Background: an optimization exercise with open tools, aiming at small area. Do not read the settings as production practice.
Function was checked by simulation only, so behaviour that the tests miss may differ from the original.
No activity file was given, so power comes from the tool's default toggle rates.

==> flow/config.mk <==
export PLATFORM = sky130hd
export DESIGN_NAME = ring_shell
export DESIGN_NICKNAME = ring_shell
export VERILOG_FILES = /design/flow/design.v
export SDC_FILE = /design/flow/constraint.sdc
export NUM_CORES = 4
export LEC_CHECK = 0
export CAP_MARGIN = 20
export CORE_MARGIN = 2
export CORE_UTILIZATION = 40
export SLEW_MARGIN = 20
==> flow/design.v <==
`default_nettype none
package ring_pkg;
    localparam int WORD_W      = 72;
    localparam int ADDR_W      = 39;
    localparam int FRAME_WORDS = 4;
    localparam int INJ_DEPTH   = 8;
    localparam int MEM_CREDITS = 8;
    localparam int CNT_W       = 8;
    localparam int FRAME_CNT_W = $clog2(FRAME_WORDS);
    localparam int INJ_PTR_W   = $clog2(INJ_DEPTH) + 1;
    localparam int MEM_CRED_W  = $clog2(MEM_CREDITS + 1);
    localparam logic [ADDR_W-1:0] MEM0_BASE = 39'h00_0000_0000;
    localparam logic [ADDR_W-1:0] MEM0_LAST = 39'h00_000F_FFFF;
    localparam logic [ADDR_W-1:0] MEM1_BASE = 39'h00_4000_0000;
    localparam logic [ADDR_W-1:0] MEM1_LAST = 39'h00_7FFF_FFFF;
    typedef logic [WORD_W-1:0] word_t;
    typedef logic [ADDR_W-1:0] addr_t;
    typedef logic [CNT_W-1:0]  drop_cnt_t;
    typedef struct packed {
        logic  sof;
        logic  busy;
        word_t data;
    } slot_t;
    typedef struct packed {
        logic  stb;
        logic  sof;
        word_t data;
    } stream_t;
    typedef enum logic [1:0] {
        INJ_FILL,
        INJ_WAIT_SLOT,
        INJ_EMIT
    } inj_state_t;
    typedef enum logic {
        EXT_PASS,
        EXT_CLAIM
    } ext_state_t;
endpackage
`default_nettype wire
`timescale 1ns/1ps
`default_nettype none
module ring_slot_gen
(
    input  wire              clk,
    input  wire              rst,
    output ring_pkg::slot_t  o_slot
);
    logic [ring_pkg::FRAME_CNT_W-1:0] word_cnt;
    logic                   sof_q;
    always_ff @(posedge clk or posedge rst)
    begin
        if (rst)
        begin
            word_cnt <= '0;
            sof_q    <= 1'b0;
        end
        else
        begin
            word_cnt <= word_cnt + 1'b1;
            sof_q    <= (word_cnt == '0);
        end
    end
    assign o_slot = {sof_q, 1'b0, {ring_pkg::WORD_W{1'b0}}};
endmodule
`default_nettype wire
`timescale 1ns/1ps
`default_nettype none
module ring_injector
(
    input  wire               clk,
    input  wire               rst,
    input  ring_pkg::slot_t   i_slot,
    output ring_pkg::slot_t   o_slot,
    input  ring_pkg::stream_t i_br,
    output logic              o_br_credit
);
    ring_pkg::word_t                  fifo_mem [0:ring_pkg::INJ_DEPTH-1];
    logic [ring_pkg::INJ_PTR_W-1:0]   wr_ptr;
    logic [ring_pkg::INJ_PTR_W-1:0]   rd_ptr;
    logic [ring_pkg::INJ_PTR_W-1:0]   fifo_count;
    logic                   fifo_full;
    logic                   frame_ready;
    ring_pkg::inj_state_t             state;
    logic [ring_pkg::FRAME_CNT_W-1:0] emit_cnt;
    logic [ring_pkg::FRAME_CNT_W-1:0] in_pos;
    logic                   take;
    logic                   rd_en;
    logic                   slot_sof;
    logic                   slot_busy;
    ring_pkg::word_t                  slot_data;
    assign fifo_count  = wr_ptr - rd_ptr;
    assign fifo_full   = (fifo_count == ring_pkg::INJ_PTR_W'(ring_pkg::INJ_DEPTH));
    assign frame_ready = (fifo_count >= ring_pkg::INJ_PTR_W'(ring_pkg::FRAME_WORDS));
    always_ff @(posedge clk)
    begin
        if (i_br.stb)
            fifo_mem[wr_ptr[ring_pkg::INJ_PTR_W-2:0]] <= i_br.data;
    end
    assign take  = (state != ring_pkg::INJ_EMIT) && frame_ready && i_slot.sof && !i_slot.busy;
    assign rd_en = take || (state == ring_pkg::INJ_EMIT);
    always_ff @(posedge clk or posedge rst)
    begin
        if (rst)
        begin
            state       <= ring_pkg::INJ_FILL;
            emit_cnt    <= '0;
            in_pos      <= '0;
            wr_ptr      <= '0;
            rd_ptr      <= '0;
            slot_sof    <= 1'b0;
            slot_busy   <= 1'b0;
            o_br_credit <= 1'b0;
        end
        else
        begin
            slot_sof    <= i_slot.sof;
            slot_busy   <= i_slot.busy | rd_en;
            o_br_credit <= rd_en;
            if (i_br.stb)
            begin
                wr_ptr <= wr_ptr + 1'b1;
                in_pos <= in_pos + 1'b1;
            end
            if (rd_en)
            begin
                rd_ptr   <= rd_ptr + 1'b1;
                emit_cnt <= emit_cnt + 1'b1;
            end
            case (state)
                ring_pkg::INJ_FILL:
                begin
                    if (take)
                        state <= ring_pkg::INJ_EMIT;
                    else if (frame_ready)
                        state <= ring_pkg::INJ_WAIT_SLOT;
                end
                ring_pkg::INJ_WAIT_SLOT:
                begin
                    if (take)
                        state <= ring_pkg::INJ_EMIT;
                end
                ring_pkg::INJ_EMIT:
                begin
                    if (emit_cnt == ring_pkg::FRAME_CNT_W'(ring_pkg::FRAME_WORDS - 1))
                        state <= ring_pkg::INJ_FILL;
                end
                default:
                    state <= ring_pkg::INJ_FILL;
            endcase
        end
    end
    always_ff @(posedge clk)
    begin
        slot_data <= rd_en ? fifo_mem[rd_ptr[ring_pkg::INJ_PTR_W-2:0]] : i_slot.data;
    end
    assign o_slot = {slot_sof, slot_busy, slot_data};
endmodule
`default_nettype wire
`timescale 1ns/1ps
`default_nettype none
module ring_extractor
#(
    parameter ring_pkg::addr_t SPACE_BASE = '0,
    parameter ring_pkg::addr_t SPACE_LAST = '1
)
(
    input  wire                clk,
    input  wire                rst,
    input  ring_pkg::slot_t    i_slot,
    output ring_pkg::slot_t    o_slot,
    output ring_pkg::stream_t  o_port,
    input  wire                i_credit
);
    ring_pkg::ext_state_t             state;
    logic [ring_pkg::FRAME_CNT_W-1:0] word_cnt;
    logic [ring_pkg::MEM_CRED_W-1:0]  cred_cnt;
    ring_pkg::addr_t                  hdr_addr;
    logic                   in_space;
    logic                   claim_start;
    logic                   send;
    logic                   slot_sof;
    logic                   slot_busy;
    ring_pkg::word_t                  slot_data;
    logic                   port_stb;
    logic                   port_sof;
    ring_pkg::word_t                  port_data;
    assign hdr_addr    = i_slot.data[ring_pkg::ADDR_W-1:0];
    assign in_space    = (hdr_addr >= SPACE_BASE) && (hdr_addr <= SPACE_LAST);
    assign claim_start = (state == ring_pkg::EXT_PASS) && i_slot.sof && i_slot.busy && in_space
                         && (cred_cnt >= ring_pkg::MEM_CRED_W'(ring_pkg::FRAME_WORDS));
    assign send        = claim_start || (state == ring_pkg::EXT_CLAIM);
    always_ff @(posedge clk or posedge rst)
    begin
        if (rst)
        begin
            state     <= ring_pkg::EXT_PASS;
            word_cnt  <= '0;
            cred_cnt  <= ring_pkg::MEM_CRED_W'(ring_pkg::MEM_CREDITS);
            slot_sof  <= 1'b0;
            slot_busy <= 1'b0;
            port_stb  <= 1'b0;
            port_sof  <= 1'b0;
        end
        else
        begin
            slot_sof  <= i_slot.sof;
            slot_busy <= i_slot.busy & ~send;
            port_stb  <= send;
            port_sof  <= claim_start;
            cred_cnt  <= cred_cnt - ring_pkg::MEM_CRED_W'(send) + ring_pkg::MEM_CRED_W'(i_credit);
            if (send)
                word_cnt <= word_cnt + 1'b1;
            case (state)
                ring_pkg::EXT_PASS:
                begin
                    if (claim_start)
                        state <= ring_pkg::EXT_CLAIM;
                end
                ring_pkg::EXT_CLAIM:
                begin
                    if (word_cnt == ring_pkg::FRAME_CNT_W'(ring_pkg::FRAME_WORDS - 1))
                        state <= ring_pkg::EXT_PASS;
                end
                default:
                    state <= ring_pkg::EXT_PASS;
            endcase
        end
    end
    always_ff @(posedge clk)
    begin
        slot_data <= i_slot.data;
        port_data <= i_slot.data;
    end
    assign o_slot = {slot_sof, slot_busy, slot_data};
    assign o_port = {port_stb, port_sof, port_data};
endmodule
`default_nettype wire
`timescale 1ns/1ps
`default_nettype none
module ring_sink
(
    input  wire                  clk,
    input  wire                  rst,
    input  ring_pkg::slot_t      i_slot,
    output ring_pkg::drop_cnt_t  o_drop_count
);
    ring_pkg::drop_cnt_t drop_cnt;
    logic      dropped;
    assign dropped = i_slot.sof && i_slot.busy;
    always_ff @(posedge clk or posedge rst)
    begin
        if (rst)
            drop_cnt <= '0;
        else if (dropped && (drop_cnt != '1))
            drop_cnt <= drop_cnt + 1'b1;
    end
    assign o_drop_count = drop_cnt;
endmodule
`default_nettype wire
`timescale 1ns/1ps
`default_nettype none
module ring_shell
(
    input  wire                  clk,
    input  wire                  rst,
    input  ring_pkg::stream_t    i_br0,
    input  ring_pkg::stream_t    i_br1,
    output logic                 o_br0_credit,
    output logic                 o_br1_credit,
    output ring_pkg::stream_t    o_mem0,
    output ring_pkg::stream_t    o_mem1,
    input  wire                  i_mem0_credit,
    input  wire                  i_mem1_credit,
    output ring_pkg::drop_cnt_t  o_drop_count
);
    ring_pkg::slot_t slot_gen_out;
    ring_pkg::slot_t slot_inj0_out;
    ring_pkg::slot_t slot_inj1_out;
    ring_pkg::slot_t slot_ext0_out;
    ring_pkg::slot_t slot_ext1_out;
    ring_slot_gen u_slot_gen
    (
        .clk         (clk),
        .rst         (rst),
        .o_slot      (slot_gen_out)
    );
    ring_injector u_inj0
    (
        .clk         (clk),
        .rst         (rst),
        .i_slot      (slot_gen_out),
        .o_slot      (slot_inj0_out),
        .i_br        (i_br0),
        .o_br_credit (o_br0_credit)
    );
    ring_injector u_inj1
    (
        .clk         (clk),
        .rst         (rst),
        .i_slot      (slot_inj0_out),
        .o_slot      (slot_inj1_out),
        .i_br        (i_br1),
        .o_br_credit (o_br1_credit)
    );
    ring_extractor #(
        .SPACE_BASE  (ring_pkg::MEM0_BASE),
        .SPACE_LAST  (ring_pkg::MEM0_LAST)
    ) u_ext0 (
        .clk         (clk),
        .rst         (rst),
        .i_slot      (slot_inj1_out),
        .o_slot      (slot_ext0_out),
        .o_port      (o_mem0),
        .i_credit    (i_mem0_credit)
    );
    ring_extractor #(
        .SPACE_BASE  (ring_pkg::MEM1_BASE),
        .SPACE_LAST  (ring_pkg::MEM1_LAST)
    ) u_ext1 (
        .clk         (clk),
        .rst         (rst),
        .i_slot      (slot_ext0_out),
        .o_slot      (slot_ext1_out),
        .o_port      (o_mem1),
        .i_credit    (i_mem1_credit)
    );
    ring_sink u_sink
    (
        .clk          (clk),
        .rst          (rst),
        .i_slot       (slot_ext1_out),
        .o_drop_count (o_drop_count)
    );
endmodule
`default_nettype wire
==> flow/run.sh <==
#!/bin/bash
# synth_recipe.tcl (not shown) runs the flow's synth.tcl, then flattens the netlist and writes it again
# the make line also repeats each setting of config.mk as NAME=value (left out here)
make -C /OpenROAD-flow-scripts/flow DESIGN_CONFIG=/design/flow/config.mk WORK_HOME=/design/flow/orfs CLKGATE_MAP_FILE= SYNTH_SCRIPT=/design/flow/synth_recipe.tcl finish
==> flow/constraint.sdc <==
create_clock -name core_clock -period 4.0 [get_ports {clk}]
set_input_delay 0.8000 -clock core_clock [delete_from_list [all_inputs] [get_ports {clk}]]
set_output_delay 0.8000 -clock core_clock [all_outputs]
set_load 0.01 [all_outputs]
==> flow_metrics.tcl <==
set metrics [dict create \
    finalCritPeriodShare 0.752 \
    sw_frac_of_total 0.293 \
    criticalPathCategory "reg2reg" \
    synthArstFlopShare 0.0413 \
    antenna_found_initial 39 \
    p_sw_mw 14.3 \
    hold_viol_final 0 \
    finalNetCount 3184 \
    yosysWarnings 5 \
    tns_ns 0 \
    cp-start-kind "flip-flop" \
    ys_types 47 \
    ys_seq_area_frac 0.791 \
    max_freq_ghz 0.333 \
    die_w_um 368 \
    ys_seq_elements 1502 \
    cts.sinks 1502 \
    maxCapViolCount 0 \
    cts.htree.levels 4 \
    cts_max_path_buffers 3 \
    area_growth_pct 19.8 \
    io_pins 310 \
    place.gp.congestion 0.762 \
    routedWlPerCell_um 24.4 \
    preCtsSetupSlack_ns 1.02 \
    cts_tree "yes" \
    final_layout_size_suffix_gt1_frac 0.217 \
    final_util 0.483 \
    status "timing/DRC/antenna clean" \
    hold_class "reg2reg" \
    firstDrtPassIters 5 \
    core-area_mm2 0.131 \
    path_max_fanout 4 \
    synth_top_area_frac 0.653 \
    track_usage 0.176 \
    first_iter_violations 1840 \
    rsz0062_at_grt "false" \
    synth.top_cells.by_count "edfxtp_1 (1152), nand2_1 (372), dfxtp_1 (288), mux4_2 (288), a21oi_1 (76)" \
    hold_buffers 0 \
    syn_nets 2791 \
    crit_required_ns 4.64 \
    io_buffers 307 \
    multi_input_area_mm2 0.0106 \
    fin_crit_ns 3.01 \
    ctsResizeCount 0 \
    nFillCells 10800 \
    clkPwrFrac 0.287 \
    layout_setup_ws_ns 0.993 \
    start_util 0.403 \
    seqCellArea_mm2 0.0419 \
    grt-ovfl-total 0 \
    worstPathArrival_ns 3.64 \
    design_power_total_mw 48.7 \
    seqPwrFrac 0.444 \
    die-area_mm2 0.135 \
    synthesis.area_mm2 0.0530 \
    path_clk_slew_ns 0.06 \
    fin_skew_ns 0.0219 \
    clk_latency_ns 0.76 \
    wl_mm 119 \
    synth_edf_count 1152 \
    yosysTopAreaCell "edfxtp_1" \
    p_per_area_mw_per_mm2 768 \
    fin_hold_ws_ns 0.320 \
    ant_nets 0 \
    fp-row-count 133 \
    drc 0 \
    vdd_drop_max_uv 1020 \
    cts_made_buffers 148 \
    grt_pass1_wl_mm 174 \
    num_vias 24800 \
    max_slew_margin 0.347 \
    grt_pass1_vias 25800 \
    hpwl_mm 67.8 \
    slew_viol_final 0 \
    cts-root-buf "clkbuf_16" \
    vias_per_cell 5.08 \
    synth.area.top_cells "edfxtp_1 (65%), mux4_2 (12%), dfxtp_1 (11%)" \
    grt_max_degree 148 \
    intPower_mw 34.4 \
    syn_avg_cell_area_um2 20.3 \
    final-setup-viol-count 0 \
    cellLeakagePower_nw 21.5 \
    synth.most_common_cell "edfxtp_1" \
    combPwrFrac 0.269 \
    netlist_instances 2613 \
    synth_flop_cell "edfxtp_1" \
    cp-end-kind "flip-flop" \
    post_cts_buffers 0 \
    tightest_slew_ns 0.980 \
    die_h_um 368 \
]
==> flip-flops by register name, summed over array words and instances (netlist names), 8 cells and up <==
signal and cells:
u_inj0.slot_data 72, u_inj1.slot_data 72, u_ext1.port_data 72, u_sink.drop_cnt 8, u_ext0.slot_data 72, u_inj0.fifo_mem 576, u_inj1.fifo_mem 576
==> cell families after synthesis <==
family / Yosys count / share of synthesized area
flip-flops: 1502 / 0.791
AND/OR/NAND/NOR: 434 / 0.0326
multiplexers: 370 / 0.142
buffers and inverters: 148 / 0.0127
AO/OA/AOI/OAI: 104 / 0.0111
XOR/XNOR: 29 / 0.00479
adder cells (fa/ha/maj): 26 / 0.00642
==> critical path, stage by stage, from the launching register on <==
cell	delay [ns]
dfstp_2	0.51
inv_1	0.04
ha_1	0.21
nor4_1	0.27
nand2_1	0.11
nor4_1	0.38
nor2_1	0.19
inv_1	0.12
ha_1	0.23
inv_1	0.07
ha_1	0.17
inv_1	0.06
fa_1	0.39
xnor2_1	0.14
==> cells in the final DEF, fill, tap and decap left out, drive strengths merged, types with 2 or more instances in the layout <==
master,synthesis,routed
clkbuf,56,219
clkdlybuf4s50,0,307
edfxtp,1152,1152
buf,61,53
ha,24,24
nor4,5,5
inv,31,37
clkinv,0,41
o22ai,5,5
xnor2,14,14
nor3,8,8
nand2,372,372
nand2b,13,13
dfstp,2,2
a21o,3,3
bufinv,0,9
fa,2,2
mux2,81,81
dfxtp,288,288
a211oi,3,3
nand4,6,6
o21ai,9,9
mux4,288,288
dfrtp,60,60
xor2,15,15
nand3,3,3
nor2,20,20
a21oi,77,77
clkinvlp,0,2
diode,0,7
==> final timing paths <==
path / start / to / slack (ns) / cells after the start
max in group asynchronous: rst / u_inj0.rd_ptr[1]$_DFFE_PP0P_ / 2.63 / 3
hold / removal: u_inj1.slot_data[58]$_DFF_P_ / u_ext0.slot_data[58]$_DFF_P_ / 0.32 / 0
setup / recovery: u_ext1.cred_cnt[3]$_DFF_PP1_ / u_ext1.cred_cnt[2]$_DFF_PP0_ / 0.99 / 13
hold reg to reg: u_inj1.slot_data[58]$_DFF_P_ / u_ext0.slot_data[58]$_DFF_P_ / 0.32 / 0
min in group asynchronous: rst / u_inj1.o_br_credit$_DFF_PP0_ / 0.51 / 2
setup reg to reg: u_ext1.cred_cnt[3]$_DFF_PP1_ / u_ext1.cred_cnt[2]$_DFF_PP0_ / 0.99 / 13
==> area by class of cell <==
class / instances / share of cell area
clock inverter: 58 / 0.00911
tap: 1755 / 0.0346
antenna: 7 / 0.000276
clock buffer: 219 / 0.0698
multi-input combinational: 963 / 0.166
inverter: 31 / 0.00185
sequential: 1502 / 0.661
timing repair buffer: 360 / 0.0574
==> layer usage <==
layer,global-route usage,vias to the layer above,part of all wire
met1,0.235,13000,0.43
li1,-,11000,-
met4,0.0551,40,0.021
met5,0,-,0.0020
met3,0.0403,199,0.059
met2,0.288,655,0.49
==> stage by stage <==
step | cell area (um2) | cells
after floorplan | 53000 | 2613
after global placement | 58500 | 4611
after detailed placement | 58500 | 4611
after CTS | 63500 | 4888
after global routing | 63500 | 4891
final | 63500 | 4895
==> power groups by stage <==
stage / sequential, mW / combinational, mW / clock, mW
after floorplan: 21.7 / 7.90 / 0
after global placement: 21.8 / 13.2 / 0
after detailed placement: 22.0 / 13.4 / 0
after CTS: 21.7 / 13.4 / 14.3
after global routing: 21.9 / 14.2 / 14.9
final: 21.6 / 13.1 / 14.0

## afterwards: timing with drivers on the ports
The flow's constraints put no driver on any port. The routed layout listed below was extracted and timed again, unchanged, in two steps.
Step 1 assumes that a clkbuf_16 drives the clock port and a buf_2 every other input.
Step 2 also shifts input and output timing later by t, the mid clock arrival at the registers, as if the neighbouring blocks saw the same clock.
Three values: ideal ports, drivers, drivers and shift; two values: the first two.
t (ns): 0.825
setup slack, ns: 0.993 / 0.993 / 0.947
hold WS [ns]: 0.320 / 0.320 / 0.320
latest minus earliest clock arrival (ns): 0.026 / 0.025
After both steps setup and hold are still met in this run. For this run, drivers alone change the setup slack by 0.000 ns; drivers and shift together by -0.046 ns.
